This is an optimization exercise on Yosys and OpenROAD, whose aim is small area, a short achievable clock period and few clock cycles per item, not a production implementation.
The RTL was checked by simulation tests, not by an equivalence proof against the original design.
Power and IR drop assume default switching activity.

--- design/flow/config.mk ---
export PLATFORM = sky130hd
export DESIGN_NAME = mvu_top
export DESIGN_NICKNAME = mvu_top
export VERILOG_FILES = /design/flow/design.v
export SDC_FILE = /design/flow/constraint.sdc
export NUM_CORES = 4
export LEC_CHECK = 0
export ABC_CLOCK_PERIOD_IN_PS = 1800
export CAP_MARGIN = 20
export CORE_MARGIN = 2
export CORE_UTILIZATION = 50
export SETUP_SLACK_MARGIN = 1.0
export SLEW_MARGIN = 20
export SYNTH_HIERARCHICAL = 1
--- design/flow/constraint.sdc ---
create_clock -name core_clock -period 5.5 [get_ports {clk}]
set_input_delay 1.1000 -clock core_clock [delete_from_list [all_inputs] [get_ports {clk}]]
set_output_delay 1.1000 -clock core_clock [all_outputs]
set_load 0.01 [all_outputs]
--- design/flow/design.v ---
package mvu_cfg_pkg;
    typedef logic [6-1:0] bank_addr_t;    
    typedef logic [4-1:0]   prec_t;         
    typedef logic [10-1:0] cntdwn_t;       
    typedef struct packed {
        bank_addr_t ibaseaddr;       
        bank_addr_t wbaseaddr;       
        bank_addr_t istride;         
        bank_addr_t wstride;         
        prec_t      iprecision;      
        prec_t      wprecision;      
        logic       d_signed;        
        logic       w_signed;        
        cntdwn_t    countdown;       
    } job_cfg_t;
endpackage
package mvu_data_pkg;
    typedef logic [4-1:0] data_word_t;
    typedef logic [4*4-1:0] weight_word_t;
    typedef logic signed [32-1:0] acc_t;      
    typedef logic [4*32-1:0] acc_vec_t;
endpackage
`timescale 1ns/1ps
module mvu_add32 (
    input  logic [31:0] a,
    input  logic [31:0] b,
    output logic [31:0] y
);
    assign y = a + b;
endmodule
`timescale 1ns/1ps
module mvu_top (
    input  logic         clk,
    input  logic         rst_n,
    input  logic         start,
    input  mvu_cfg_pkg::bank_addr_t   ibaseaddr,
    input  mvu_cfg_pkg::bank_addr_t   wbaseaddr,
    input  mvu_cfg_pkg::bank_addr_t   istride,
    input  mvu_cfg_pkg::bank_addr_t   wstride,
    input  mvu_cfg_pkg::prec_t        iprecision,
    input  mvu_cfg_pkg::prec_t        wprecision,
    input  logic         d_signed,
    input  logic         w_signed,
    input  mvu_cfg_pkg::cntdwn_t      countdown,
    input  logic         wrc_en,
    input  mvu_cfg_pkg::bank_addr_t   wrc_addr,
    input  mvu_data_pkg::data_word_t   wrc_word,
    output logic         wrc_grnt,
    input  logic         rdc_en,
    input  mvu_cfg_pkg::bank_addr_t   rdc_addr,
    output mvu_data_pkg::data_word_t   rdc_word,
    output logic         rdc_grnt,
    input  logic         wrw_en,
    input  mvu_cfg_pkg::bank_addr_t   wrw_addr,
    input  mvu_data_pkg::weight_word_t wrw_word,
    output logic         done,
    output logic         irq,
    output mvu_data_pkg::acc_t         result_0,
    output mvu_data_pkg::acc_t         result_1,
    output mvu_data_pkg::acc_t         result_2,
    output mvu_data_pkg::acc_t         result_3
);
    localparam int NDP = 8;          
    localparam int DW  = 17;         
    localparam int W   = 32;
    logic [64*4-1:0]  dmem;          
    logic [64*16-1:0] wmem;          
    always_ff @(posedge clk) begin
        for (int i = 0; i < 64; i++) begin
            if (wrc_en && wrc_addr == 6'(i)) dmem[4*i +: 4]   <= wrc_word;
            if (wrw_en && wrw_addr == 6'(i)) wmem[16*i +: 16] <= wrw_word;
        end
    end
    function automatic logic [3:0] rd_d(input logic [64*4-1:0] m, input logic [5:0] a);
        rd_d = m[4*a +: 4];
    endfunction
    function automatic logic [15:0] rd_w(input logic [64*16-1:0] m, input logic [5:0] a);
        rd_w = m[16*a +: 16];
    endfunction
    function automatic logic [5:0] add3(input logic [5:0] a, input logic [5:0] b,
                                       input logic [5:0] c, input logic cin);
        logic [5:0] s, cy;
        s    = a ^ b ^ c;
        cy   = {((a[4:0] & b[4:0]) | (a[4:0] & c[4:0]) | (b[4:0] & c[4:0])), cin};
        add3 = s + cy;
    endfunction
    logic          ph2;              
    logic          wv;               
    logic          wfirst;           
    logic [2:0]    g;                
    logic          neg_l, neg_h;     
    logic [5:0]    ib8_q, istride_q;    
    logic [5:0]    isa_q;            
    logic [3:0]    ip_q;
    logic          ds_q;
    logic [5:0]    ws2_q;            
    logic [5:0]    nal, nah;         
    logic [15:0]   wl, wh;           
    logic [DW-1:0] dv [4];           
    logic [W-1:0]  acs [4];          
    logic [W-1:0]  acc [4];
    logic          done_q, irq_q;
    logic [5:0] s1, s2, s3, s4, s8, sn;
    assign s1 = istride;
    assign s2 = {istride[4:0], 1'b0};
    assign s4 = {istride[3:0], 2'b0};
    assign s8 = {istride[2:0], 3'b0};
    assign sn = ~istride;
    logic [5:0] da1 [NDP];           
    assign da1[0] = ibaseaddr;
    assign da1[1] = ibaseaddr + s1;
    assign da1[2] = ibaseaddr + s2;
    assign da1[3] = add3(ibaseaddr, s1, s2, 1'b0);
    assign da1[4] = ibaseaddr + s4;
    assign da1[5] = add3(ibaseaddr, s1, s4, 1'b0);
    assign da1[6] = add3(ibaseaddr, s2, s4, 1'b0);
    assign da1[7] = add3(ibaseaddr, s8, sn, 1'b1);
    logic [5:0] da [NDP];
    logic [3:0] dw [NDP];
    for (genvar p = 0; p < NDP; p++) begin : g_dport
        logic [5:0] a2;
        if (p < NDP - 1) begin : g_plain
            assign a2 = ib8_q + 6'(p) * istride_q;
        end else begin : g_sign
            assign a2 = isa_q;           
        end
        if (p == 0) begin : g_p0
            assign da[p] = ph2 ? a2 : (start ? da1[p] : rdc_addr);
        end else begin : g_pn
            assign da[p] = ph2 ? a2 : da1[p];
        end
        assign dw[p] = rd_d(dmem, da[p]);
    end
    logic [3:0] dsw;
    assign dsw = dw[iprecision[2:0]];
    logic [5:0] t1, t2, t4, t8, t16;
    assign t1  = wstride;
    assign t2  = {wstride[4:0], 1'b0};
    assign t4  = {wstride[3:0], 2'b0};
    assign t8  = {wstride[2:0], 3'b0};
    assign t16 = {wstride[1:0], 4'b0};
    function automatic logic [5:0] add4(input logic [5:0] a, input logic [5:0] b,
                                       input logic [5:0] c, input logic [5:0] d);
        logic [5:0] s, cy;
        s    = a ^ b ^ c;
        cy   = {((a[4:0] & b[4:0]) | (a[4:0] & c[4:0]) | (b[4:0] & c[4:0])), 1'b0};
        add4 = add3(s, cy, d, 1'b0);
    endfunction
    logic [5:0] wcl [8];              
    logic [5:0] wch [8];              
    assign wcl[0] = wbaseaddr;
    assign wcl[1] = wbaseaddr + t2;
    assign wcl[2] = wbaseaddr + t4;
    assign wcl[3] = add3(wbaseaddr, t2, t4, 1'b0);
    assign wcl[4] = wbaseaddr + t8;
    assign wcl[5] = add3(wbaseaddr, t2, t8, 1'b0);
    assign wcl[6] = add3(wbaseaddr, t4, t8, 1'b0);
    assign wcl[7] = add3(wbaseaddr, t16, ~t2, 1'b1);
    assign wch[0] = wbaseaddr + t1;
    assign wch[1] = add3(wbaseaddr, t1, t2, 1'b0);
    assign wch[2] = add3(wbaseaddr, t1, t4, 1'b0);
    assign wch[3] = add3(wbaseaddr, t8, ~t1, 1'b1);
    assign wch[4] = add3(wbaseaddr, t1, t8, 1'b0);
    assign wch[5] = add4(wbaseaddr, t1, t2, t8);
    assign wch[6] = add4(wbaseaddr, t1, t4, t8);
    assign wch[7] = add3(wbaseaddr, t16, ~t1, 1'b1);
    logic [5:0] tal, tah;
    assign tal = wcl[wprecision[3:1]];
    assign tah = wch[wprecision[3:1]];
    logic [15:0] rwl, rwh;
    assign rwl = rd_w(wmem, start ? tal : nal);
    assign rwh = rd_w(wmem, start ? tah : nah);
    logic advance;                   
    logic wlast;
    assign advance = wv & ~ph2;
    assign wlast   = (g == 3'd0);
    always_ff @(posedge clk) begin
        if (!rst_n) begin
            wv     <= 1'b0;
            ph2    <= 1'b0;
            done_q <= 1'b0;
            irq_q  <= 1'b0;
        end else begin
            done_q <= advance & wlast & ~start;
            if (start) begin
                wv    <= 1'b1;
                ph2   <= iprecision[3];
                irq_q <= 1'b0;
            end else begin
                ph2 <= 1'b0;
                if (advance && wlast) begin
                    wv    <= 1'b0;
                    irq_q <= 1'b1;
                end
            end
        end
    end
    always_ff @(posedge clk) begin
        if (start) begin
            ib8_q     <= ibaseaddr + s8;
            isa_q     <= ibaseaddr + iprecision * istride;
            istride_q <= istride;
            ip_q      <= iprecision;
            ds_q      <= d_signed;
            ws2_q     <= t2;
            g         <= wprecision[3:1];
            wfirst    <= 1'b1;
            nal       <= tal - t2;
            nah       <= tah - t2;
            wl        <= rwl;
            wh        <= rwh & {16{wprecision[0]}};    
            neg_l     <= w_signed & ~wprecision[0];
            neg_h     <= w_signed & wprecision[0];
        end else if (advance && !wlast) begin
            g      <= g - 3'd1;
            wfirst <= 1'b0;
            nal    <= nal - ws2_q;
            nah    <= nah - ws2_q;
            wl     <= rwl;
            wh     <= rwh;
            neg_l  <= 1'b0;
            neg_h  <= 1'b0;
        end
    end
    for (genvar k = 0; k < 4; k++) begin : g_del
        always_ff @(posedge clk) begin
            if (start) begin
                for (int b = 0; b < NDP; b++)
                    dv[k][b] <= (4'(b) <= iprecision) ? dw[b][k] : (d_signed & dsw[k]);
                for (int b = NDP; b < DW; b++)
                    dv[k][b] <= d_signed & dsw[k];
            end else begin
                if (rdc_en) dv[k][0] <= dw[0][k];
                if (ph2) begin
                    for (int b = 0; b < NDP - 1; b++)
                        dv[k][NDP+b] <= (4'(NDP + b) <= ip_q) ? dw[b][k] : (ds_q & dw[NDP-1][k]);
                    dv[k][2*NDP-1] <= dw[NDP-1][k] & ((ip_q == 4'd15) | ds_q);
                    dv[k][2*NDP]   <= ds_q & dw[NDP-1][k];
                end
            end
        end
    end
    localparam logic [W-1:0] BIAS4 = -(W'(1) << 20);
    function automatic logic [2*W-1:0] csa(input logic [W-1:0] a, input logic [W-1:0] b,
                                           input logic [W-1:0] c);
        logic [W-1:0] s, cy;
        s   = a ^ b ^ c;
        cy  = ((a & b) | (a & c) | (b & c)) << 1;
        csa = {cy, s};
    endfunction
    logic [DW-1:0] dnl [4];          
    logic [DW-1:0] dnh [4];          
    for (genvar k = 0; k < 4; k++) begin : g_dn
        assign dnl[k] = dv[k] ^ {DW{neg_l}};
        assign dnh[k] = dv[k] ^ {DW{neg_h}};
    end
    for (genvar j = 0; j < 4; j++) begin : g_lane
        logic [W-1:0] op [10];
        logic [W-1:0] r0;
        logic [W-1:0] s1, c1, s2, c2, s3, c3, s4, c4, s5, c5, s6, c6, s7, c7, s8, c8;
        logic [3:0]   cl, ch, corr;
        for (genvar k = 0; k < 4; k++) begin : g_t
            logic [DW-1:0] vl, vh;
            assign vl = wl[4*j+k] ? dnl[k] : '0;
            assign vh = wh[4*j+k] ? dnh[k] : '0;
            assign op[k]     = W'(vl ^ (DW'(1) << (DW-1)));
            assign op[4 + k] = W'(vh ^ (DW'(1) << (DW-1))) << 1;
        end
        assign cl = wl[4*j +: 4] & {4{neg_l}};
        assign ch = wh[4*j +: 4] & {4{neg_h}};
        assign corr = 4'(cl[0] + cl[1] + cl[2] + cl[3]) + (4'(ch[0] + ch[1] + ch[2] + ch[3]) << 1);
        assign r0 = op[0] | (W'(wlast) << 18);
        assign op[8] = wfirst ? (BIAS4 | W'(corr)) : (acs[j] << 2);
        assign op[9] = wfirst ? '0 : (acc[j] << 2);
        assign {c1, s1} = csa(r0, op[1], op[2]);
        assign {c2, s2} = csa(op[3], op[4], op[5]);
        assign {c3, s3} = csa(op[6], op[7], op[8]);
        assign {c4, s4} = csa(s1, c1, s2);
        assign {c5, s5} = csa(c2, s3, c3);
        assign {c6, s6} = csa(op[9], s4, c4);
        assign {c7, s7} = csa(s5, c5, s6);
        assign {c8, s8} = csa(s7, c7, c6);
        always_ff @(posedge clk) begin
            if (!rst_n) begin
                acs[j] <= '0;
                acc[j] <= '0;
            end else if (advance) begin
                acs[j] <= s8;
                acc[j] <= c8;
            end
        end
    end
    mvu_add32 u_res0 (.a(acs[0]), .b(acc[0]), .y(result_0));
    mvu_add32 u_res1 (.a(acs[1]), .b(acc[1]), .y(result_1));
    mvu_add32 u_res2 (.a(acs[2]), .b(acc[2]), .y(result_2));
    mvu_add32 u_res3 (.a(acs[3]), .b(acc[3]), .y(result_3));
    assign done     = done_q;
    assign irq      = irq_q;
    assign wrc_grnt = 1'b1;
    assign rdc_grnt = 1'b1;
    assign rdc_word = {dv[3][0], dv[2][0], dv[1][0], dv[0][0]};
endmodule
--- design/flow/run.sh ---
#!/bin/bash
# synth_recipe.tcl (not shown) runs the flow's synth.tcl, then flattens the netlist and writes it again
# the make line also repeats each setting of config.mk as NAME=value (left out here)
make -C /OpenROAD-flow-scripts/flow DESIGN_CONFIG=/design/flow/config.mk WORK_HOME=/design/flow/orfs CLKGATE_MAP_FILE= SYNTH_SCRIPT=/design/flow/synth_recipe.tcl finish
==> run_summary.xml, run 1 <==
<?xml version="1.0" encoding="UTF-8"?>
<metrics>
  <group name="status">
    <metric name="status" unit="">complete, no violations</metric>
  </group>
  <group name="worst_setup_path">
    <metric name="arrival" unit="ns">5.51</metric>
    <metric name="setup.worst_path.class" unit="">in -&gt; reg</metric>
    <metric name="critical_path.startpoint" unit="">ibaseaddr[1]</metric>
    <metric name="worstSetupEndpointType" unit="">flip-flop</metric>
    <metric name="path_max_fanout" unit="">8</metric>
    <metric name="worst_r2r_startpoint" unit="">istride_q[1]</metric>
    <metric name="worst_ep_required_time" unit="ns">6.06</metric>
    <metric name="critPathLaunchType" unit="">input pin</metric>
  </group>
  <group name="final_layout">
    <metric name="area_added_between_synthesis_and_finish" unit="%">24.7</metric>
    <metric name="layout_common_cells" unit="">sky130_fd_sc_hd__nand2_1 (1832), sky130_fd_sc_hd__edfxtp_1 (1425), sky130_fd_sc_hd__buf_4 (1231)</metric>
    <metric name="post-route-util" unit="">0.627</metric>
    <metric name="layout.cells.most_common" unit="">sky130_fd_sc_hd__nand2_1</metric>
    <metric name="drive_gt1_frac" unit="">0.297</metric>
    <metric name="final_nets" unit="">14000</metric>
  </group>
  <group name="sta">
    <metric name="final_hold_viol_count" unit="">0</metric>
    <metric name="setup_viol" unit="">0</metric>
    <metric name="min_period_over_period" unit="">0.900</metric>
    <metric name="maxSlewViolCount" unit="">0</metric>
    <metric name="actual_slew_at_the_worst_max_slew_pin" unit="ns">1.19</metric>
    <metric name="timing.max_slew.rel_slack" unit="">0.200</metric>
    <metric name="finalClockSkew" unit="ns">0.103</metric>
    <metric name="max_clock_freq" unit="MHz">202</metric>
    <metric name="grt_setup_unrepaired" unit="">yes</metric>
    <metric name="min_period" unit="ns">4.95</metric>
    <metric name="layout_setup_ws" unit="ns">0.551</metric>
  </group>
  <group name="synth">
    <metric name="netlist_instances" unit="">11600</metric>
    <metric name="synth-async-reset-ratio" unit="">0</metric>
    <metric name="yosys.area.top_type_share" unit="">0.343</metric>
    <metric name="synth.cell_area" unit="um^2">125000</metric>
    <metric name="synth_top_area_cell" unit="">sky130_fd_sc_hd__edfxtp_1</metric>
    <metric name="synth.yosys.warnings" unit="">35</metric>
    <metric name="sequential_to_total_area_share_from_yosys_stat" unit="">0.384</metric>
    <metric name="yosys.cell_types.count" unit="">106</metric>
    <metric name="synthFlopType" unit="">sky130_fd_sc_hd__edfxtp_1</metric>
    <metric name="postSynthAreaPerCell" unit="um^2">10.7</metric>
    <metric name="postSynthRegisterBits" unit="">1678</metric>
    <metric name="synth-edff-count" unit="">1425</metric>
    <metric name="synth_top_area_cells" unit="">sky130_fd_sc_hd__edfxtp_1 (34%), sky130_fd_sc_hd__fa_1 (10%), sky130_fd_sc_hd__mux4_2 (9.6%), sky130_fd_sc_hd__nand2_1 (6.0%), sky130_fd_sc_hd__ha_1 (4.2%)</metric>
  </group>
  <group name="global_route">
    <metric name="groute.usage.overall" unit="">0.404</metric>
    <metric name="grt_overflow_total" unit="">0</metric>
    <metric name="first_global_vias" unit="">103000</metric>
    <metric name="pin_count_of_the_biggest_net_entering_global_routing" unit="">149</metric>
    <metric name="initial_antenna_violation_count" unit="">37</metric>
    <metric name="grt_first_pass_wirelength" unit="um">733000</metric>
  </group>
  <group name="floorplanning">
    <metric name="die_height" unit="um">503</metric>
    <metric name="core.rowCount" unit="">183</metric>
    <metric name="core_area" unit="um^2">248000</metric>
    <metric name="initial_core_utilization" unit="">0.502</metric>
    <metric name="area_enclosed_by_the_die_boundary" unit="um^2">253000</metric>
    <metric name="die_width" unit="um">503</metric>
    <metric name="design.portCount" unit="">224</metric>
  </group>
  <group name="routing">
    <metric name="route.vias.total" unit="">105000</metric>
    <metric name="wl" unit="um">522000</metric>
    <metric name="dr.pass1.iters" unit="">8</metric>
    <metric name="drt-wirelength-per-cell" unit="um">31.9</metric>
    <metric name="detail_route.vias_per_cell" unit="">6.43</metric>
    <metric name="detail_route.drc_violations" unit="">0</metric>
    <metric name="postRouteAntennaNets" unit="">0</metric>
    <metric name="count_of_routing_violations_after_the_opening_detailed_route_iteration" unit="">13500</metric>
  </group>
  <group name="pwr">
    <metric name="power" unit="W">0.0824</metric>
    <metric name="leakage_power" unit="nW">60.6</metric>
    <metric name="peakVddDrop" unit="mV">0.772</metric>
    <metric name="power-per-cell-area" unit="nW/um^2">529</metric>
  </group>
  <group name="clocking">
    <metric name="clkTransAtPathRegs" unit="ns">0.07</metric>
    <metric name="htreeDepth" unit="">4</metric>
    <metric name="ctsRootBufferMaster" unit="">sky130_fd_sc_hd__clkbuf_16</metric>
    <metric name="clock_insertion_delay_worst_skew" unit="ns">0.93</metric>
    <metric name="tritoncts" unit="">yes</metric>
    <metric name="cts_buffer_depth" unit="">3</metric>
    <metric name="cts_made_buffers" unit="">184</metric>
    <metric name="cts.sink_count" unit="">1678</metric>
  </group>
  <group name="placed_design">
    <metric name="globalplace.congestion" unit="">1.05</metric>
    <metric name="place_hpwl" unit="um">379000</metric>
    <metric name="port_buffers" unit="">211</metric>
    <metric name="dp_worst_slack" unit="ns">-0.733</metric>
  </group>
  <group name="hold_path">
    <metric name="worst_hold_startpoint" unit="">acc[3][30]</metric>
    <metric name="min-delay-path-class" unit="">reg -&gt; reg</metric>
  </group>
  <group name="job">
    <metric name="drv_cap" unit="">0</metric>
  </group>
</metrics>
[timing repair]
action / 4_1_cts / 5_1_grt
hold buffers: 0 / 0
pin swaps: 435 / 419
gates cloned: 24 / 12
endpoints found under the setup margin: 313 / 264
gates resized for setup: 986 / 719
setup buffers: 156 / 104
[sequential cells by signal, summed over array words and instances, names as in the netlist, 3 cells and up]
signal,count
nah,6
acs,128
wl,16
wh,16
wmem,1024
isa_q,6
dmem,256
ip_q,4
ib8_q,6
acc,120
ws2_q,5
dv,68
g,3
istride_q,6
nal,6
[per-module statistics from Yosys, one instance, submodules excluded]
module,cells,cell area (um^2),flip-flops and latches
mvu_add32,241,1740,0
mvu_top,10600,118000,1678
[power by group]
part	internal, W	total (W)	leakage [nW]	switching, W
clock	0.00697	0.0126	2.92	0.00559
combinational	0.0231	0.0540	42.6	0.0309
sequential	0.0147	0.0158	15.1	0.00112
[metal layers]
layer  share of wire  vias to the layer above  track usage
met3            0.11                     1403        0.105
li1                -                    44200            -
met4           0.072                       18        0.233
met5         0.00052                        -      0.00381
met2            0.44                     6307        0.611
met1            0.38                    53100        0.528
[path summary, 6_finish.rpt]
| path | slack [ns] | cells past startpoint | endpoint |
|---|---|---|---|
| max | 0.55 | 22 | dv[2][11] |
| min | 0.46 | 2 | acc[3][30] |
| min reg2reg | 0.46 | 2 | acc[3][30] |
| max reg2reg | 0.57 | 21 | dv[2][11] |
[metrics by stage]
stage	std cells	hold slack, ns	instance area (um^2)	setup TNS, ns
after floorplan	11600	0.440	125000	0
after global placement	15700	0.450	140000	-52.68
after detailed placement	15700	0.454	140000	-49.52
after CTS	16200	0.462	152000	0
after global routing	16300	0.480	155000	0
final	16300	0.458	156000	0
[worst max-delay path, cell delays in order]
cell	delay (ns)
sky130_fd_sc_hd__clkdlybuf4s15_1	0.20
sky130_fd_sc_hd__buf_6	0.13
sky130_fd_sc_hd__fa_1	0.51
sky130_fd_sc_hd__ha_2	0.20
sky130_fd_sc_hd__inv_2	0.04
sky130_fd_sc_hd__fa_2	0.38
sky130_fd_sc_hd__xor2_2	0.17
sky130_fd_sc_hd__mux2i_4	0.17
sky130_fd_sc_hd__buf_12	0.17
sky130_fd_sc_hd__buf_12	0.11
sky130_fd_sc_hd__buf_16	0.12
sky130_fd_sc_hd__mux2_4	0.31
sky130_fd_sc_hd__nor2_4	0.13
sky130_fd_sc_hd__a2111oi_4	0.05
sky130_fd_sc_hd__nor3_4	0.46
sky130_fd_sc_hd__buf_4	0.20
sky130_fd_sc_hd__a221o_1	0.24
sky130_fd_sc_hd__or3_4	0.17
sky130_fd_sc_hd__a31oi_4	0.09
sky130_fd_sc_hd__buf_6	0.15
sky130_fd_sc_hd__o211ai_4	0.25
sky130_fd_sc_hd__o21ai_1	0.13
[synthesized netlist by cell type (42+ instances only)]
cell,count
sky130_fd_sc_hd__a21o_1,120
sky130_fd_sc_hd__nand3_1,234
sky130_fd_sc_hd__a21oi_1,651
sky130_fd_sc_hd__ha_1,415
sky130_fd_sc_hd__mux2i_1,462
sky130_fd_sc_hd__xor2_1,240
sky130_fd_sc_hd__buf_2,120
sky130_fd_sc_hd__or2_2,64
sky130_fd_sc_hd__and3_1,109
sky130_fd_sc_hd__buf_1,80
sky130_fd_sc_hd__and2_1,666
sky130_fd_sc_hd__o22ai_1,42
sky130_fd_sc_hd__dfxtp_1,253
sky130_fd_sc_hd__nor2b_1,203
sky130_fd_sc_hd__nand4_1,54
sky130_fd_sc_hd__inv_1,751
sky130_fd_sc_hd__o21ai_0,160
sky130_fd_sc_hd__a31oi_1,165
sky130_fd_sc_hd__mux2_2,49
sky130_fd_sc_hd__nand2_1,1981
sky130_fd_sc_hd__buf_4,42
sky130_fd_sc_hd__mux4_2,530
sky130_fd_sc_hd__edfxtp_1,1425
sky130_fd_sc_hd__a311oi_1,156
sky130_fd_sc_hd__a22oi_1,49
sky130_fd_sc_hd__a211oi_1,398
sky130_fd_sc_hd__nor2_1,327
sky130_fd_sc_hd__fa_1,631
sky130_fd_sc_hd__clkbuf_1,514
sky130_fd_sc_hd__xnor2_1,146
[area by class of cell]
cell class,count,area (um^2)
tap,3330,4170
clock buffer,220,4800
fill,19700,92700
inverter,757,2870
antenna,20,50.0
sequential,1678,48000
timing repair buffer,1812,17800
clock inverter,113,1300
multi-input combinational,8406,76500
[logic make-up after synthesis]
| logic type | count (synthesis) | synth area share |
|---|---|---|
| flops | 1678 | 0.384 |
| fa+ha+maj | 1046 | 0.143 |
| buf+inv | 1532 | 0.0497 |
| xor+xnor | 389 | 0.0276 |
| mux | 1055 | 0.139 |
| other cells | 2 | 0.0000602 |
| simple gates | 3789 | 0.142 |
| compound gates | 2108 | 0.114 |
Testbench counts, summed over its fixed seeds: cycles 3,367, jobs 960.
==> run 2, diff against run 1 <==
--- a/design/flow/design.v
+++ b/design/flow/design.v
@@ -91,3 +91,3 @@
     logic          neg_l, neg_h;     
-    logic [5:0]    ib8_q, istride_q;    
+    logic [5:0]    a2_q [NDP-1];     
     logic [5:0]    isa_q;            
@@ -122,3 +122,3 @@
         if (p < NDP - 1) begin : g_plain
-            assign a2 = ib8_q + 6'(p) * istride_q;
+            assign a2 = a2_q[p];
         end else begin : g_sign
@@ -199,5 +199,4 @@
         if (start) begin
-            ib8_q     <= ibaseaddr + s8;
+            for (int p = 0; p < NDP - 1; p++) a2_q[p] <= ibaseaddr + 6'(p + 8) * istride;
             isa_q     <= ibaseaddr + iprecision * istride;
-            istride_q <= istride;
             ip_q      <= iprecision;
@@ -250,8 +249,7 @@
     endfunction
-    logic [DW-1:0] dnl [4];          
-    logic [DW-1:0] dnh [4];          
-    for (genvar k = 0; k < 4; k++) begin : g_dn
-        assign dnl[k] = dv[k] ^ {DW{neg_l}};
-        assign dnh[k] = dv[k] ^ {DW{neg_h}};
-    end
+    logic [15:0] wlp, wln, whp, whn;
+    assign wlp = wl & {16{~neg_l}};
+    assign wln = wl & {16{neg_l}};
+    assign whp = wh & {16{~neg_h}};
+    assign whn = wh & {16{neg_h}};
     for (genvar j = 0; j < 4; j++) begin : g_lane
@@ -260,16 +258,16 @@
         logic [W-1:0] s1, c1, s2, c2, s3, c3, s4, c4, s5, c5, s6, c6, s7, c7, s8, c8;
-        logic [3:0]   cl, ch, corr;
+        logic [3:0]   cl, ch;
         for (genvar k = 0; k < 4; k++) begin : g_t
             logic [DW-1:0] vl, vh;
-            assign vl = wl[4*j+k] ? dnl[k] : '0;
-            assign vh = wh[4*j+k] ? dnh[k] : '0;
+            assign vl = ({DW{wlp[4*j+k]}} & dv[k]) | ({DW{wln[4*j+k]}} & ~dv[k]);
+            assign vh = ({DW{whp[4*j+k]}} & dv[k]) | ({DW{whn[4*j+k]}} & ~dv[k]);
             assign op[k]     = W'(vl ^ (DW'(1) << (DW-1)));
-            assign op[4 + k] = W'(vh ^ (DW'(1) << (DW-1))) << 1;
+            assign op[4 + k] = (W'(vh ^ (DW'(1) << (DW-1))) << 1) | W'(cl[k]);
         end
-        assign cl = wl[4*j +: 4] & {4{neg_l}};
-        assign ch = wh[4*j +: 4] & {4{neg_h}};
-        assign corr = 4'(cl[0] + cl[1] + cl[2] + cl[3]) + (4'(ch[0] + ch[1] + ch[2] + ch[3]) << 1);
+        assign cl = wln[4*j +: 4];
+        assign ch = whn[4*j +: 4];
         assign r0 = op[0] | (W'(wlast) << 18);
-        assign op[8] = wfirst ? (BIAS4 | W'(corr)) : (acs[j] << 2);
-        assign op[9] = wfirst ? '0 : (acc[j] << 2);
+        assign op[8] = wfirst ? (BIAS4 | W'({ch[0] & ch[1], ch[0] ^ ch[1], 1'b0}))
+                              : (acs[j] << 2);
+        assign op[9] = wfirst ? W'({ch[2] & ch[3], ch[2] ^ ch[3], 1'b0}) : (acc[j] << 2);
         assign {c1, s1} = csa(r0, op[1], op[2]);
==> run 2 against run 1 <==
Effect of this change: still clean on timing, DRC and antenna; worst hold slack better by 0.0061 ns; clock power grew 7%; non-clock buffer count up 3; die area increased by 1.9%; first-iteration DRC count rose by 15%; largest power group unchanged.
==> run_summary.xml, run 2 <==
<?xml version="1.0" encoding="UTF-8"?>
<metrics>
  <group name="status">
    <metric name="status" unit="">complete, no violations</metric>
  </group>
  <group name="global_route">
    <metric name="grt_first_pass_wirelength" unit="um">773000</metric>
    <metric name="pin_count_of_the_biggest_net_entering_global_routing" unit="">136</metric>
    <metric name="first_global_vias" unit="">105000</metric>
    <metric name="grt_overflow_total" unit="">0</metric>
    <metric name="groute.usage.overall" unit="">0.418</metric>
    <metric name="initial_antenna_violation_count" unit="">26</metric>
  </group>
  <group name="sta">
    <metric name="actual_slew_at_the_worst_max_slew_pin" unit="ns">1.29</metric>
    <metric name="min_period" unit="ns">4.99</metric>
    <metric name="final_hold_viol_count" unit="">0</metric>
    <metric name="timing.max_slew.rel_slack" unit="">0.138</metric>
    <metric name="layout_setup_ws" unit="ns">0.507</metric>
    <metric name="finalClockSkew" unit="ns">0.105</metric>
    <metric name="maxSlewViolCount" unit="">0</metric>
    <metric name="max_clock_freq" unit="MHz">200</metric>
    <metric name="min_period_over_period" unit="">0.908</metric>
    <metric name="finalHoldWorstSlack" unit="ns">0.464</metric>
    <metric name="setup_viol" unit="">0</metric>
    <metric name="grt_setup_unrepaired" unit="">yes</metric>
  </group>
  <group name="final_layout">
    <metric name="largest_register_ffs" unit="">1024</metric>
    <metric name="final_cell_area" unit="um^2">158000</metric>
    <metric name="area_added_between_synthesis_and_finish" unit="%">24.1</metric>
    <metric name="register_ranked_first_by_flip_flop_count" unit="">wmem</metric>
    <metric name="largest_registers" unit="">wmem x1024, dmem x256, acs x128</metric>
    <metric name="finish.cell_count_without_fillers" unit="">16900</metric>
    <metric name="layout_common_cells" unit="">sky130_fd_sc_hd__nand2_1 (2394), sky130_fd_sc_hd__edfxtp_1 (1447), sky130_fd_sc_hd__buf_4 (1259)</metric>
    <metric name="drive_gt1_frac" unit="">0.266</metric>
    <metric name="layout.cells.most_common" unit="">sky130_fd_sc_hd__nand2_1</metric>
    <metric name="final_nets" unit="">14500</metric>
  </group>
  <group name="synth">
    <metric name="yosys.cell_types.count" unit="">118</metric>
    <metric name="postSynthRegisterBits" unit="">1700</metric>
    <metric name="synth_top_area_cells" unit="">sky130_fd_sc_hd__edfxtp_1 (34%), sky130_fd_sc_hd__fa_1 (10%), sky130_fd_sc_hd__mux4_2 (9.3%), sky130_fd_sc_hd__nand2_1 (7.2%), sky130_fd_sc_hd__dfxtp_1 (4.0%)</metric>
    <metric name="largest_family_of_logic_cells_by_synthesized_area" unit="">simple AND/OR/NAND/NOR gates</metric>
    <metric name="post_synth_and_or_nand_nor_area_fraction" unit="">0.162</metric>
    <metric name="synth-edff-count" unit="">1447</metric>
    <metric name="top_cells_by_count_synth" unit="">sky130_fd_sc_hd__nand2_1 (2423), sky130_fd_sc_hd__edfxtp_1 (1447), sky130_fd_sc_hd__inv_1 (783)</metric>
    <metric name="synth-async-reset-ratio" unit="">0</metric>
    <metric name="synth.yosys.warnings" unit="">33</metric>
    <metric name="synthMostInstantiatedCell" unit="">sky130_fd_sc_hd__nand2_1</metric>
    <metric name="sequential_to_total_area_share_from_yosys_stat" unit="">0.382</metric>
    <metric name="postSynthAreaPerCell" unit="um^2">10.5</metric>
    <metric name="synth_top_area_cell" unit="">sky130_fd_sc_hd__edfxtp_1</metric>
    <metric name="netlist_instances" unit="">12100</metric>
    <metric name="synth.cell_area" unit="um^2">127000</metric>
    <metric name="synth_mux_area_frac" unit="">0.134</metric>
    <metric name="synth_fa_ha_area_frac" unit="">0.141</metric>
    <metric name="yosys.area.top_type_share" unit="">0.342</metric>
    <metric name="synth-compound-area-share" unit="">0.101</metric>
    <metric name="post_synth_xor_area_fraction" unit="">0.0278</metric>
    <metric name="synthFlopType" unit="">sky130_fd_sc_hd__edfxtp_1</metric>
  </group>
  <group name="worst_setup_path">
    <metric name="cp_max_stage_delay" unit="ns">0.63</metric>
    <metric name="critPathTopFamily" unit="">compound AO/OA/AOI/OAI gates</metric>
    <metric name="setup.worst_path.class" unit="">in -&gt; reg</metric>
    <metric name="cp_slowest_cell" unit="">sky130_fd_sc_hd__fa_2</metric>
    <metric name="worst_ep_required_time" unit="ns">6.11</metric>
    <metric name="reg2reg_setup_slack" unit="ns">0.77</metric>
    <metric name="arrival" unit="ns">5.60</metric>
    <metric name="count_of_buffering_cells_on_the_critical_path_with_inverters_included" unit="">7</metric>
    <metric name="critPathLaunchType" unit="">input pin</metric>
    <metric name="path_max_fanout" unit="">9</metric>
    <metric name="worstSetupEndpointType" unit="">flip-flop</metric>
    <metric name="path_cells" unit="">buf_8, fa_2, ha_4, inv_1, fa_2, nand2b_4, buf_6, nand2_2, buf_12, buf_4, a211oi_1, a311oi_2, nor3_1, buf_4, a2111oi_2, a211o_1, a2111oi_4, a31oi_4, buf_12, mux2_4</metric>
  </group>
  <group name="routing">
    <metric name="highest_metal_layer_with_signal_wires" unit="">met5</metric>
    <metric name="postRouteAntennaNets" unit="">0</metric>
    <metric name="detail_route.vias_per_cell" unit="">6.54</metric>
    <metric name="route.vias.total" unit="">110000</metric>
    <metric name="wl" unit="um">562000</metric>
    <metric name="met3_length" unit="um">69500</metric>
    <metric name="dr.pass1.iters" unit="">8</metric>
    <metric name="wl_met1" unit="um">209000</metric>
    <metric name="wl_met2" unit="um">242000</metric>
    <metric name="detail_route.drc_violations" unit="">0</metric>
    <metric name="drt-wirelength-per-cell" unit="um">33.4</metric>
    <metric name="count_of_routing_violations_after_the_opening_detailed_route_iteration" unit="">15600</metric>
  </group>
  <group name="floorplanning">
    <metric name="die_width" unit="um">508</metric>
    <metric name="area_enclosed_by_the_die_boundary" unit="um^2">258000</metric>
    <metric name="initial_core_utilization" unit="">0.501</metric>
    <metric name="core_area" unit="um^2">253000</metric>
    <metric name="core.rowCount" unit="">185</metric>
    <metric name="design.portCount" unit="">224</metric>
    <metric name="die_height" unit="um">508</metric>
  </group>
  <group name="clocking">
    <metric name="clkTransAtPathRegs" unit="ns">0.06</metric>
    <metric name="tritoncts" unit="">yes</metric>
    <metric name="htreeDepth" unit="">4</metric>
    <metric name="clock_insertion_delay_worst_skew" unit="ns">0.92</metric>
    <metric name="cts_made_buffers" unit="">195</metric>
    <metric name="ctsRootBufferMaster" unit="">sky130_fd_sc_hd__clkbuf_16</metric>
    <metric name="cts.sink_count" unit="">1700</metric>
    <metric name="cts_buffer_depth" unit="">4</metric>
  </group>
  <group name="hold_path">
    <metric name="min-delay-path-class" unit="">reg -&gt; reg</metric>
  </group>
  <group name="placed_design">
    <metric name="globalplace.congestion" unit="">1.10</metric>
    <metric name="post-place-cells" unit="">16200</metric>
    <metric name="port_buffers" unit="">211</metric>
    <metric name="place_hpwl" unit="um">412000</metric>
    <metric name="placed_cell_area" unit="um^2">143000</metric>
    <metric name="dp_worst_slack" unit="ns">-1.29</metric>
  </group>
  <group name="pwr">
    <metric name="peakVddDrop" unit="mV">0.457</metric>
    <metric name="leakage_power" unit="nW">62.6</metric>
    <metric name="power-per-cell-area" unit="nW/um^2">516</metric>
  </group>
  <group name="job">
    <metric name="drv_cap" unit="">0</metric>
  </group>
</metrics>
-- run 2: cell types whose count changed after synthesis, sizes merged, moves of 30 or more --
| cell | change |
|---|---|
| nand3 | +273 |
| inv | +32 |
| o21ai | -52 |
| and2 | -198 |
| and3 | +53 |
| nor3 | +54 |
| mux2i | -91 |
| nand2 | +444 |
| buf | +30 |
| mux2 | +70 |
| a311oi | +66 |
| a211oi | -276 |
| a21oi | -70 |
-- run 2: power breakdown --
part	internal (W)	switching, W
Combinational	0.0216	0.0296
Clock	0.00771	0.00577
Sequential	0.0150	0.00159
Total	0.0443	0.0370
-- run 2: final timing paths --
path / from / endpoint / cells past startpoint
max: istride[0] / dv[1][9] / 20
min: acc[0][30] / acc[0][30] / 2
max reg2reg: ph2 / dv[1][9] / 16
min reg2reg: acc[0][30] / acc[0][30] / 2
-- run 2: tightest hold or removal path: stages (launching register included) --
cell	delay, ns
sky130_fd_sc_hd__dfxtp_1	0.31
sky130_fd_sc_hd__nand2_1	0.05
sky130_fd_sc_hd__a21oi_1	0.05
-- run 2: per-layer routing --
| layer | vias to the layer above | track usage |
|---|---|---|
| li1 | 45700 | - |
| met1 | 55100 | 0.549 |
| met2 | 7759 | 0.620 |
| met3 | 1623 | 0.119 |
| met4 | 12 | 0.243 |
| met5 | - | 0 |
-- run 2: layout make-up --
type	count	area, um^2
Sequential cell	1700	48600
Clock inverter	120	1350
Inverter	785	2980
Antenna cell	17	42.5
Tap cell	3366	4210
Multi-Input combinational cell	8822	77300
Timing Repair Buffer	1815	18000
Clock buffer	232	5110
Fill cell	20200	95900
-- run 2: cells by family (layout without fill, tap and decap cells) --
kind of cell / after synthesis / in the layout
simple gates: 4488 / 4489
compound gates: 1842 / 1842
flops: 1700 / 1700
buf+inv: 1596 / 2952
fa+ha+maj: 1047 / 1047
mux: 1025 / 1027
xor+xnor: 403 / 403
other cells: 2 / 31
-- run 2: modules after synthesis (local to each module, per instance) --
module	cells inside	flip-flops and latches
mvu_add32	241	0
mvu_top	11100	1700
-- run 2: repair_timing --
action,CTS,global route
hold buffers,0,0
resized for setup,257,988
setup endpoints to repair,255,307
gates cloned,3,22
buffers inserted,52,205
pin swaps,65,303
-- run 2: per-stage QoR --
step | setup TNS (ns) | utilization | total power, W
6_report | 0 | 0.622 | 0.0813
5_1_grt | 0 | 0.622 | 0.0865
4_1_cts | 0 | 0.595 | 0.0768
3_5_place_dp | -84.11 | 0.563 | 0.0626
3_3_place_gp | -80.24 | 0.563 | 0.0619
2_1_floorplan | 0 | - | 0.0439
Testbench counts of run 2, summed over its fixed seeds: cycles 3,367, jobs 960.
==> run 3, diff against run 2 <==
--- a/design/flow/design.v
+++ b/design/flow/design.v
@@ -117,2 +117,4 @@
     assign da1[7] = add3(ibaseaddr, s8, sn, 1'b1);
+    logic [5:0] da1s;
+    assign da1s = da1[iprecision[3] ? 3'(NDP - 1) : iprecision[2:0]];
     logic [5:0] da [NDP];
@@ -128,4 +130,6 @@
             assign da[p] = ph2 ? a2 : (start ? da1[p] : rdc_addr);
-        end else begin : g_pn
+        end else if (p < NDP - 1) begin : g_pn
             assign da[p] = ph2 ? a2 : da1[p];
+        end else begin : g_ps
+            assign da[p] = ph2 ? a2 : da1s;
         end
@@ -134,3 +138,3 @@
     logic [3:0] dsw;
-    assign dsw = dw[iprecision[2:0]];
+    assign dsw = dw[NDP-1];
     logic [5:0] t1, t2, t4, t8, t16;
@@ -226,4 +230,5 @@
             if (start) begin
-                for (int b = 0; b < NDP; b++)
+                for (int b = 0; b < NDP - 1; b++)
                     dv[k][b] <= (4'(b) <= iprecision) ? dw[b][k] : (d_signed & dsw[k]);
+                dv[k][NDP-1] <= dsw[k] & ((iprecision >= 4'(NDP - 1)) | d_signed);
                 for (int b = NDP; b < DW; b++)
--- a/design/flow/config.mk
+++ b/design/flow/config.mk
@@ -7,3 +7,2 @@
 export LEC_CHECK = 0
-export ABC_CLOCK_PERIOD_IN_PS = 1800
 export CAP_MARGIN = 20
@@ -11,3 +10,3 @@
 export CORE_UTILIZATION = 50
-export SETUP_SLACK_MARGIN = 1.0
+export SETUP_SLACK_MARGIN = 1.3
 export SLEW_MARGIN = 20
==> run 3 against run 2 <==
Effect of this change: total power is 2.1% lower; sequential share of layout area is 0.64 points higher; largest power group unchanged; first-iteration DRC count is 24% lower; clock-buffer cell count is 6 lower; clock power hardly changed; final cell count is 11% lower; synthesized cell count is 13% lower; critical endpoint is now dv[1][5]; combinational power is 3% lower; via count is 13% lower; routed wire length is 17% lower; maximum frequency is 6.7% higher; largest cell class unchanged.
==> run_summary.xml, run 3 <==
<?xml version="1.0" encoding="UTF-8"?>
<metrics>
  <group name="status">
    <metric name="status" unit="">complete, no violations</metric>
  </group>
  <group name="synth">
    <metric name="top_cells_by_count_synth" unit="">sky130_fd_sc_hd__nand2_1 (1726), sky130_fd_sc_hd__edfxtp_1 (1447), sky130_fd_sc_hd__inv_1 (760)</metric>
    <metric name="synth_top_area_cell" unit="">sky130_fd_sc_hd__edfxtp_1</metric>
    <metric name="netlist_instances" unit="">10500</metric>
    <metric name="yosys.area.top_type_share" unit="">0.356</metric>
    <metric name="yosys.cell_types.count" unit="">92</metric>
    <metric name="postSynthAreaPerCell" unit="um^2">11.6</metric>
    <metric name="synth-async-reset-ratio" unit="">0</metric>
    <metric name="synthFlopType" unit="">sky130_fd_sc_hd__edfxtp_1</metric>
    <metric name="sequential_to_total_area_share_from_yosys_stat" unit="">0.397</metric>
    <metric name="synth.cell_area" unit="um^2">122000</metric>
    <metric name="synth_top_area_cells" unit="">sky130_fd_sc_hd__edfxtp_1 (36%), sky130_fd_sc_hd__mux4_2 (13%), sky130_fd_sc_hd__fa_1 (11%), sky130_fd_sc_hd__nand2_1 (5.3%), sky130_fd_sc_hd__dfxtp_1 (4.1%)</metric>
    <metric name="postSynthRegisterBits" unit="">1700</metric>
    <metric name="synthMostInstantiatedCell" unit="">sky130_fd_sc_hd__nand2_1</metric>
    <metric name="synth-edff-count" unit="">1447</metric>
    <metric name="synth.yosys.warnings" unit="">33</metric>
  </group>
  <group name="sta">
    <metric name="setup_viol" unit="">0</metric>
    <metric name="finalClockSkew" unit="ns">0.0703</metric>
    <metric name="timing.max_slew.rel_slack" unit="">0.172</metric>
    <metric name="grt_setup_unrepaired" unit="">yes</metric>
    <metric name="max_clock_freq" unit="MHz">214</metric>
    <metric name="maxSlewViolCount" unit="">0</metric>
    <metric name="actual_slew_at_the_worst_max_slew_pin" unit="ns">1.24</metric>
    <metric name="min_period_over_period" unit="">0.851</metric>
    <metric name="min_period" unit="ns">4.68</metric>
    <metric name="final_hold_viol_count" unit="">0</metric>
  </group>
  <group name="pwr">
    <metric name="peakVddDrop" unit="mV">0.509</metric>
    <metric name="leakage_power" unit="nW">59.6</metric>
    <metric name="power-per-cell-area" unit="nW/um^2">515</metric>
  </group>
  <group name="routing">
    <metric name="drt-wirelength-per-cell" unit="um">31.0</metric>
    <metric name="count_of_routing_violations_after_the_opening_detailed_route_iteration" unit="">11800</metric>
    <metric name="detail_route.drc_violations" unit="">0</metric>
    <metric name="dr.pass1.iters" unit="">8</metric>
    <metric name="postRouteAntennaNets" unit="">0</metric>
    <metric name="route.vias.total" unit="">95500</metric>
    <metric name="wl" unit="um">464000</metric>
    <metric name="detail_route.vias_per_cell" unit="">6.37</metric>
  </group>
  <group name="clocking">
    <metric name="post_cts_hold_buffer_count" unit="">0</metric>
    <metric name="clkTransAtPathRegs" unit="ns">0.06</metric>
    <metric name="tritoncts" unit="">yes</metric>
    <metric name="htreeDepth" unit="">4</metric>
    <metric name="cts_buffer_depth" unit="">3</metric>
    <metric name="cts_made_buffers" unit="">189</metric>
    <metric name="ctsRootBufferMaster" unit="">sky130_fd_sc_hd__clkbuf_16</metric>
    <metric name="cts.sink_count" unit="">1700</metric>
    <metric name="clock_insertion_delay_worst_skew" unit="ns">0.91</metric>
  </group>
  <group name="floorplanning">
    <metric name="die_width" unit="um">498</metric>
    <metric name="core.rowCount" unit="">181</metric>
    <metric name="initial_core_utilization" unit="">0.502</metric>
    <metric name="die_height" unit="um">498</metric>
    <metric name="area_enclosed_by_the_die_boundary" unit="um^2">248000</metric>
    <metric name="design.portCount" unit="">224</metric>
    <metric name="core_area" unit="um^2">243000</metric>
  </group>
  <group name="placed_design">
    <metric name="placed_cell_area" unit="um^2">135000</metric>
    <metric name="place_hpwl" unit="um">322000</metric>
    <metric name="globalplace.congestion" unit="">1.02</metric>
    <metric name="port_buffers" unit="">211</metric>
  </group>
  <group name="global_route">
    <metric name="groute.usage.overall" unit="">0.367</metric>
    <metric name="initial_antenna_violation_count" unit="">26</metric>
    <metric name="pin_count_of_the_biggest_net_entering_global_routing" unit="">167</metric>
    <metric name="first_global_vias" unit="">95400</metric>
    <metric name="grt_first_pass_wirelength" unit="um">662000</metric>
    <metric name="grt_overflow_total" unit="">0</metric>
  </group>
  <group name="final_layout">
    <metric name="layout_common_cells" unit="">sky130_fd_sc_hd__nand2_1 (1615), sky130_fd_sc_hd__edfxtp_1 (1447), sky130_fd_sc_hd__buf_4 (919)</metric>
    <metric name="area_added_between_synthesis_and_finish" unit="%">26.6</metric>
    <metric name="largest_register_ffs" unit="">1024</metric>
    <metric name="final_nets" unit="">12800</metric>
    <metric name="area.sequential" unit="um^2">48700</metric>
    <metric name="post-route-util" unit="">0.636</metric>
    <metric name="layout.cells.most_common" unit="">sky130_fd_sc_hd__nand2_1</metric>
    <metric name="num-fill-cells" unit="">18400</metric>
    <metric name="drive_gt1_frac" unit="">0.350</metric>
    <metric name="largest_registers" unit="">wmem x1024, dmem x256, acs x128</metric>
    <metric name="multi_input_comb_area" unit="um^2">76400</metric>
    <metric name="final_cell_area" unit="um^2">155000</metric>
    <metric name="register_ranked_first_by_flip_flop_count" unit="">wmem</metric>
  </group>
  <group name="hold_path">
    <metric name="min-delay-path-class" unit="">reg -&gt; reg</metric>
  </group>
  <group name="worst_setup_path">
    <metric name="critPathLaunchType" unit="">input pin</metric>
    <metric name="setup.worst_path.class" unit="">in -&gt; reg</metric>
    <metric name="worst_ep_required_time" unit="ns">6.13</metric>
    <metric name="worstSetupEndpointType" unit="">flip-flop</metric>
    <metric name="arrival" unit="ns">5.31</metric>
    <metric name="path_max_fanout" unit="">8</metric>
  </group>
  <group name="job">
    <metric name="drv_cap" unit="">0</metric>
  </group>
</metrics>
-- run 3: changes by cell type after synthesis, moves of 114 or more --
| cell | previous run | this run |
|---|---|---|
| sky130_fd_sc_hd__and3_1 | 162 | 35 |
| sky130_fd_sc_hd__a311oi_1 | 222 | 79 |
| sky130_fd_sc_hd__mux4_2 | 524 | 730 |
| sky130_fd_sc_hd__mux2i_1 | 372 | 486 |
| sky130_fd_sc_hd__nand3_1 | 507 | 301 |
| sky130_fd_sc_hd__nand2_1 | 2423 | 1726 |
-- run 3: critical path: stages --
cell	delay, ns
sky130_fd_sc_hd__buf_6	0.09
sky130_fd_sc_hd__buf_6	0.12
sky130_fd_sc_hd__fa_1	0.51
sky130_fd_sc_hd__ha_1	0.34
sky130_fd_sc_hd__nor2b_4	0.13
sky130_fd_sc_hd__mux4_2	0.48
sky130_fd_sc_hd__a221o_4	0.44
sky130_fd_sc_hd__buf_6	0.14
sky130_fd_sc_hd__buf_12	0.15
sky130_fd_sc_hd__buf_8	0.15
sky130_fd_sc_hd__nand3_2	0.08
sky130_fd_sc_hd__nand2_2	0.06
sky130_fd_sc_hd__o21ai_2	0.10
sky130_fd_sc_hd__o211ai_1	0.32
sky130_fd_sc_hd__a311oi_4	0.43
sky130_fd_sc_hd__buf_12	0.17
sky130_fd_sc_hd__nor3b_2	0.04
sky130_fd_sc_hd__buf_4	0.17
sky130_fd_sc_hd__mux2_2	0.26
-- run 3: cell type report --
class	instances	share of cell area
well taps	3202	0.0259
multi-input cells	7405	0.494
flip-flops and latches	1700	0.315
clock buffers	226	0.0316
repair buffers	1565	0.105
clock inverters	117	0.00942
inverters	764	0.0187
diodes	17	0.000275
-- run 3: cell families after synthesis --
family	count (synthesis)	share of synthesized area
XOR/XNOR	402	0.0293
AO/OA/AOI/OAI	1427	0.0787
adder cells (fa/ha/maj)	1046	0.147
multiplexers	1263	0.179
buffers and inverters	1436	0.0462
flip-flops	1700	0.397
other	2	0.0000615
AND/OR/NAND/NOR	3247	0.123
-- run 3: per-stage QoR --
| stage | cells | setup TNS (ns) | setup slack [ns] | power, W | hold WS [ns] |
|---|---|---|---|---|---|
| 6_report | 15000 | 0 | 0.821 | 0.0796 | 0.461 |
| 5_1_grt | 15000 | 0 | 0.770 | 0.0849 | 0.488 |
| 4_1_cts | 14800 | 0 | 0.921 | 0.0754 | 0.463 |
| 3_5_place_dp | 14200 | -38.35 | -0.725 | 0.0575 | 0.454 |
| 3_3_place_gp | 14200 | -34.27 | -0.657 | 0.0571 | 0.453 |
| 2_1_floorplan | 10500 | 0 | 0.695 | 0.0420 | 0.440 |
-- run 3: worst paths after layout --
path               from         end  slack [ns]  cells past startpoint
max          istride[0]    dv[1][5]        0.82                     19
min          acc[3][30]  acc[3][30]        0.46                      2
max reg2reg       neg_l   acs[2][6]        0.86                     18
min reg2reg  acc[3][30]  acc[3][30]        0.46                      2
-- run 3: report_power, final --
group	switching, W	internal, W
Clock	0.00571	0.00752
Sequential	0.00158	0.0150
Combinational	0.0278	0.0220
-- run 3: timing repair --
action	4_1_cts	5_1_grt
buffers inserted	305	133
resized for setup	1554	721
gates cloned	37	8
setup endpoints to repair	333	304
pin swaps	487	472
-- run 3: layer usage --
| metal | GRT usage | routed length [um] | vias to the layer above |
|---|---|---|---|
| met3 | 0.0834 | 48100 | 1245 |
| met4 | 0.210 | 31900 | 16 |
| met1 | 0.475 | 172000 | 48700 |
| li1 | - | - | 40000 |
| met5 | 0 | 114 | - |
| met2 | 0.569 | 212000 | 5603 |
-- run 3: modules after synthesis (local to each module, per instance) --
module	copies in the design	cell area [um^2]	flip-flops and latches	cells inside
mvu_top	1	115000	1700	9559
mvu_add32	4	1740	0	241
Testbench counts of run 3, summed over its fixed seeds: cycles 3,367, jobs 960.
==> run 4, diff against run 3 <==
--- a/design/flow/design.v
+++ b/design/flow/design.v
@@ -73,14 +73,34 @@
     end
-    function automatic logic [3:0] rd_d(input logic [64*4-1:0] m, input logic [5:0] a);
-        rd_d = m[4*a +: 4];
+    function automatic logic [3:0] rd_d(input logic [64*4-1:0] m, input logic [63:0] oh);
+        rd_d = '0;
+        for (int i = 0; i < 64; i++) rd_d = rd_d | (m[4*i +: 4] & {4{oh[i]}});
     endfunction
-    function automatic logic [15:0] rd_w(input logic [64*16-1:0] m, input logic [5:0] a);
-        rd_w = m[16*a +: 16];
+    function automatic logic [15:0] rd_w(input logic [64*16-1:0] m, input logic [63:0] oh);
+        rd_w = '0;
+        for (int i = 0; i < 64; i++) rd_w = rd_w | (m[16*i +: 16] & {16{oh[i]}});
     endfunction
-    function automatic logic [5:0] add3(input logic [5:0] a, input logic [5:0] b,
-                                       input logic [5:0] c, input logic cin);
-        logic [5:0] s, cy;
-        s    = a ^ b ^ c;
-        cy   = {((a[4:0] & b[4:0]) | (a[4:0] & c[4:0]) | (b[4:0] & c[4:0])), cin};
-        add3 = s + cy;
+    function automatic logic [63:0] dec(input logic [5:0] a);
+        dec = 64'd1 << a;
+    endfunction
+    function automatic logic [63:0] sad(input logic [5:0] a, input logic [5:0] b);
+        logic [5:0] x, g, p;
+        logic [1:0] e0;
+        logic [3:0] e [6];           
+        logic [7:0]  lo;
+        logic [15:0] hi;
+        x = a ^ b;
+        g = a & b;
+        p = a | b;
+        e0 = {x[0], ~x[0]};
+        for (int j = 1; j < 6; j++) begin
+            e[j][0] = ~(x[j] ^ p[j-1]);
+            e[j][1] = ~(x[j] ^ g[j-1]);
+            e[j][2] =  (x[j] ^ p[j-1]);
+            e[j][3] =  (x[j] ^ g[j-1]);
+        end
+        for (int k = 0; k < 8; k++)
+            lo[k] = e0[k & 1] & e[1][k & 3] & e[2][(k >> 1) & 3];
+        for (int k = 0; k < 16; k++)
+            hi[k] = e[3][k & 3] & e[4][(k >> 1) & 3] & e[5][(k >> 2) & 3];
+        for (int i = 0; i < 64; i++) sad[i] = lo[i & 7] & hi[i >> 2];
     endfunction
@@ -108,17 +128,23 @@
     assign sn = ~istride;
-    logic [5:0] da1 [NDP];           
-    assign da1[0] = ibaseaddr;
-    assign da1[1] = ibaseaddr + s1;
-    assign da1[2] = ibaseaddr + s2;
-    assign da1[3] = add3(ibaseaddr, s1, s2, 1'b0);
-    assign da1[4] = ibaseaddr + s4;
-    assign da1[5] = add3(ibaseaddr, s1, s4, 1'b0);
-    assign da1[6] = add3(ibaseaddr, s2, s4, 1'b0);
-    assign da1[7] = add3(ibaseaddr, s8, sn, 1'b1);
-    logic [5:0] da1s;
-    assign da1s = da1[iprecision[3] ? 3'(NDP - 1) : iprecision[2:0]];
-    logic [5:0] da [NDP];
+    function automatic logic [11:0] csa6(input logic [5:0] a, input logic [5:0] b,
+                                         input logic [5:0] c, input logic cin);
+        logic [5:0] sm, cy;
+        sm   = a ^ b ^ c;
+        cy   = {((a[4:0] & b[4:0]) | (a[4:0] & c[4:0]) | (b[4:0] & c[4:0])), cin};
+        csa6 = {cy, sm};
+    endfunction
+    logic [5:0] dx [NDP];
+    logic [5:0] dy [NDP];
+    assign {dy[0], dx[0]} = {6'd0, ibaseaddr};
+    assign {dy[1], dx[1]} = {s1, ibaseaddr};
+    assign {dy[2], dx[2]} = {s2, ibaseaddr};
+    assign {dy[3], dx[3]} = csa6(ibaseaddr, s1, s2, 1'b0);
+    assign {dy[4], dx[4]} = {s4, ibaseaddr};
+    assign {dy[5], dx[5]} = csa6(ibaseaddr, s1, s4, 1'b0);
+    assign {dy[6], dx[6]} = csa6(ibaseaddr, s2, s4, 1'b0);
+    assign {dy[7], dx[7]} = csa6(ibaseaddr, s8, sn, 1'b1);
     logic [3:0] dw [NDP];
     for (genvar p = 0; p < NDP; p++) begin : g_dport
-        logic [5:0] a2;
+        logic [5:0]  a2;
+        logic [63:0] oh1, oh2, oh;
         if (p < NDP - 1) begin : g_plain
@@ -128,13 +154,13 @@
         end
+        assign oh1 = sad(dx[p], dy[p]);
         if (p == 0) begin : g_p0
-            assign da[p] = ph2 ? a2 : (start ? da1[p] : rdc_addr);
-        end else if (p < NDP - 1) begin : g_pn
-            assign da[p] = ph2 ? a2 : da1[p];
-        end else begin : g_ps
-            assign da[p] = ph2 ? a2 : da1s;
+            assign oh2 = dec(ph2 ? a2 : rdc_addr);
+        end else begin : g_pn
+            assign oh2 = dec(a2);
         end
-        assign dw[p] = rd_d(dmem, da[p]);
+        assign oh    = start ? oh1 : oh2;
+        assign dw[p] = rd_d(dmem, oh);
     end
     logic [3:0] dsw;
-    assign dsw = dw[NDP-1];
+    assign dsw = dw[iprecision[2:0]];
     logic [5:0] t1, t2, t4, t8, t16;
@@ -145,33 +171,19 @@
     assign t16 = {wstride[1:0], 4'b0};
-    function automatic logic [5:0] add4(input logic [5:0] a, input logic [5:0] b,
-                                       input logic [5:0] c, input logic [5:0] d);
-        logic [5:0] s, cy;
-        s    = a ^ b ^ c;
-        cy   = {((a[4:0] & b[4:0]) | (a[4:0] & c[4:0]) | (b[4:0] & c[4:0])), 1'b0};
-        add4 = add3(s, cy, d, 1'b0);
-    endfunction
-    logic [5:0] wcl [8];              
-    logic [5:0] wch [8];              
-    assign wcl[0] = wbaseaddr;
-    assign wcl[1] = wbaseaddr + t2;
-    assign wcl[2] = wbaseaddr + t4;
-    assign wcl[3] = add3(wbaseaddr, t2, t4, 1'b0);
-    assign wcl[4] = wbaseaddr + t8;
-    assign wcl[5] = add3(wbaseaddr, t2, t8, 1'b0);
-    assign wcl[6] = add3(wbaseaddr, t4, t8, 1'b0);
-    assign wcl[7] = add3(wbaseaddr, t16, ~t2, 1'b1);
-    assign wch[0] = wbaseaddr + t1;
-    assign wch[1] = add3(wbaseaddr, t1, t2, 1'b0);
-    assign wch[2] = add3(wbaseaddr, t1, t4, 1'b0);
-    assign wch[3] = add3(wbaseaddr, t8, ~t1, 1'b1);
-    assign wch[4] = add3(wbaseaddr, t1, t8, 1'b0);
-    assign wch[5] = add4(wbaseaddr, t1, t2, t8);
-    assign wch[6] = add4(wbaseaddr, t1, t4, t8);
-    assign wch[7] = add3(wbaseaddr, t16, ~t1, 1'b1);
-    logic [5:0] tal, tah;
-    assign tal = wcl[wprecision[3:1]];
-    assign tah = wch[wprecision[3:1]];
+    logic [5:0] om [8];
+    assign om[0] = '0;
+    assign om[1] = t2;
+    assign om[2] = t4;
+    assign om[3] = t2 + t4;
+    assign om[4] = t8;
+    assign om[5] = t2 + t8;
+    assign om[6] = t4 + t8;
+    assign om[7] = t16 - t2;
+    logic [5:0]  wo, hx, hy, tal, tah;
     logic [15:0] rwl, rwh;
-    assign rwl = rd_w(wmem, start ? tal : nal);
-    assign rwh = rd_w(wmem, start ? tah : nah);
+    assign wo         = om[wprecision[3:1]];
+    assign {hy, hx}   = csa6(wbaseaddr, wo, t1, 1'b0);
+    assign tal        = wbaseaddr + wo;
+    assign tah        = tal + t1;
+    assign rwl = rd_w(wmem, start ? sad(wbaseaddr, wo) : dec(nal));
+    assign rwh = rd_w(wmem, start ? sad(hx, hy) : dec(nah));
     logic advance;                   
@@ -230,5 +242,4 @@
             if (start) begin
-                for (int b = 0; b < NDP - 1; b++)
+                for (int b = 0; b < NDP; b++)
                     dv[k][b] <= (4'(b) <= iprecision) ? dw[b][k] : (d_signed & dsw[k]);
-                dv[k][NDP-1] <= dsw[k] & ((iprecision >= 4'(NDP - 1)) | d_signed);
                 for (int b = NDP; b < DW; b++)
--- a/design/flow/config.mk
+++ b/design/flow/config.mk
@@ -7,2 +7,3 @@
 export LEC_CHECK = 0
+export ABC_CLOCK_PERIOD_IN_PS = 1800
 export CAP_MARGIN = 20
@@ -10,3 +11,3 @@
 export CORE_UTILIZATION = 50
-export SETUP_SLACK_MARGIN = 1.3
+export SETUP_SLACK_MARGIN = 1.0
 export SLEW_MARGIN = 20
==> run 4 against run 3 <==
Effect of this change: the run now fails in global routing (5_1_grt); area after synthesis increased by 10%; synthesized cell count rose by 34%.
==> run_summary.xml, run 4 <==
<?xml version="1.0" encoding="UTF-8"?>
<metrics>
  <group name="synth">
    <metric name="postSynthAreaPerCell" unit="um^2">9.55</metric>
    <metric name="synth-edff-count" unit="">1447</metric>
    <metric name="netlist_instances" unit="">14100</metric>
    <metric name="sequential_to_total_area_share_from_yosys_stat" unit="">0.360</metric>
    <metric name="synth.cell_area" unit="um^2">135000</metric>
    <metric name="synth_top_area_cells" unit="">sky130_fd_sc_hd__edfxtp_1 (32%), sky130_fd_sc_hd__fa_1 (9.0%), sky130_fd_sc_hd__a22oi_1 (5.8%), sky130_fd_sc_hd__nand2_1 (4.6%), sky130_fd_sc_hd__dfxtp_1 (3.8%)</metric>
    <metric name="synth.yosys.warnings" unit="">51</metric>
    <metric name="synth_top_area_cell" unit="">sky130_fd_sc_hd__edfxtp_1</metric>
    <metric name="synth-async-reset-ratio" unit="">0</metric>
    <metric name="yosys.area.top_type_share" unit="">0.322</metric>
    <metric name="synthFlopType" unit="">sky130_fd_sc_hd__edfxtp_1</metric>
    <metric name="synthMostInstantiatedCell" unit="">sky130_fd_sc_hd__nand2_1</metric>
    <metric name="yosys.cell_types.count" unit="">108</metric>
    <metric name="top_cells_by_count_synth" unit="">sky130_fd_sc_hd__nand2_1 (1662), sky130_fd_sc_hd__edfxtp_1 (1447), sky130_fd_sc_hd__a22oi_1 (1040)</metric>
    <metric name="postSynthRegisterBits" unit="">1700</metric>
  </group>
  <group name="status">
    <metric name="stop_stage" unit="">global routing (5_1_grt)</metric>
    <metric name="toolErrorMsg" unit="">[ERROR GRT-0116] Global routing finished with congestion. Check the congestion regions in the DRC Viewer.</metric>
    <metric name="status" unit="">did not finish</metric>
  </group>
  <group name="placed_design">
    <metric name="globalplace.congestion" unit="">1.53</metric>
    <metric name="post-place-cells" unit="">19400</metric>
    <metric name="port_buffers" unit="">211</metric>
    <metric name="place_hpwl" unit="um">828000</metric>
    <metric name="placed_cell_area" unit="um^2">162000</metric>
    <metric name="dp_worst_slack" unit="ns">-2.21</metric>
  </group>
  <group name="global_route">
    <metric name="grt_overflow_total" unit="">4356</metric>
    <metric name="grt_first_pass_wirelength" unit="um">1800000</metric>
    <metric name="pin_count_of_the_biggest_net_entering_global_routing" unit="">189</metric>
    <metric name="first_global_vias" unit="">195000</metric>
    <metric name="groute.usage.overall" unit="">0.927</metric>
  </group>
  <group name="floorplanning">
    <metric name="design.portCount" unit="">224</metric>
    <metric name="die_height" unit="um">523</metric>
    <metric name="die_width" unit="um">523</metric>
    <metric name="initial_core_utilization" unit="">0.503</metric>
    <metric name="core.rowCount" unit="">190</metric>
  </group>
  <group name="clocking">
    <metric name="ctsRootBufferMaster" unit="">sky130_fd_sc_hd__clkbuf_16</metric>
    <metric name="cts.sink_count" unit="">1700</metric>
    <metric name="htreeDepth" unit="">4</metric>
    <metric name="cts_made_buffers" unit="">190</metric>
    <metric name="cts_buffer_depth" unit="">4</metric>
    <metric name="post_cts_hold_buffer_count" unit="">0</metric>
  </group>
</metrics>
run 4: cell count changes after synthesis, moves of 286 or more:
| cell | change |
|---|---|
| sky130_fd_sc_hd__a22oi_1 | +1024 |
| sky130_fd_sc_hd__mux4_2 | -728 |
| sky130_fd_sc_hd__a22o_1 | +480 |
| sky130_fd_sc_hd__a221oi_1 | +472 |
| sky130_fd_sc_hd__clkbuf_1 | +449 |
| sky130_fd_sc_hd__mux2i_1 | -418 |
| sky130_fd_sc_hd__nor2_1 | +380 |
| sky130_fd_sc_hd__nand4_1 | +376 |
| sky130_fd_sc_hd__nand3_1 | +311 |
| sky130_fd_sc_hd__a222oi_1 | +286 |
run 4: per-module statistics from Yosys (local to each module, per instance):
module | copies in the design | cell area [um^2]
mvu_top | 1 | 128000
mvu_add32 | 4 | 1740
run 4: repair_timing:
item | 4_1_cts
resized for setup | 757
setup endpoints to repair | 292
endpoints found under the hold margin | 0
gates cloned | 3
buffers inserted | 169
pin swaps | 308
run 4: logic make-up after synthesis:
family                     share of synthesized area
other                                      0.0000557
buffers and inverters                         0.0524
DFF                                            0.360
muxes                                        0.00806
and+or+nand+nor                                0.165
AOI/OAI and AO/OA                              0.252
adders and majority gates                      0.128
xor gates and xnor gates                      0.0347
run 4: how the worst min path moves through the flow:
stage	start	end	slack [ns]	cells after the start
CTS	acs[0][31]	acs[0][31]	0.46	2
detailed placement	acs[0][31]	acs[0][31]	0.46	2
global placement	acs[1][31]	acs[1][31]	0.45	2
floorplan	acc[0][30]	acc[0][30]	0.44	2
run 4: per-stage QoR:
| stage | hold WS [ns] | TNS, ns |
|---|---|---|
| 3_5_place_dp | 0.456 | -119.09 |
| 2_1_floorplan | 0.440 | -3.20 |
| 3_3_place_gp | 0.450 | -121.80 |
| 4_1_cts | 0.463 | -0.695 |
run 4: metal layers:
metal / GRT usage / GRT overflow
met1: 0.934 / 730
met2: 0.989 / 1667
met3: 0.884 / 776
met4: 0.881 / 1025
met5: 0.763 / 158
run 4: power groups by stage:
stage / Sequential (W) / Combinational, W / Clock (W)
2_1_floorplan: 0.0156 / 0.0289 / 0
3_3_place_gp: 0.0170 / 0.0457 / 0
4_1_cts: 0.0168 / 0.0510 / 0.0143
3_5_place_dp: 0.0170 / 0.0485 / 0
Testbench counts of run 4, summed over its fixed seeds: cycles 3,367, jobs 960.

-- static timing again, ports no longer ideal --
How much do the figures lean on ideal ports? The routed layouts below were timed once more, with nothing changed but the port constraints. Step 1, drivers: a clkbuf_16 drives clk and a buf_2 each remaining input, both assumed. Step 2 times the ports against the registers' clock, not the clock port: input delays grow and output delays shrink by t, the midpoint of the rising clock arrivals with the driver on. Three values: no drivers, after step 1, after step 2; two values: the first two.
run | t (ns) | setup slack, ns | worst hold slack (ns) | worst setup path at the end
run 1 | 0.989 | 0.551 / 0.567 / -0.359 | 0.458 / 0.425 / 0.458 | input to register
run 2 | 0.994 | 0.507 / 0.575 / -0.419 | 0.464 / 0.464 / 0.464 | input to register
run 3 | 0.970 | 0.821 / 0.863 / -0.084 | 0.461 / 0.461 / 0.461 | input to register
Met with ideal ports but missed after step 2: setup timing in every run listed. For run 2, which loses most, drivers alone change the setup slack by +0.068 ns; drivers and shift together by -0.926 ns.
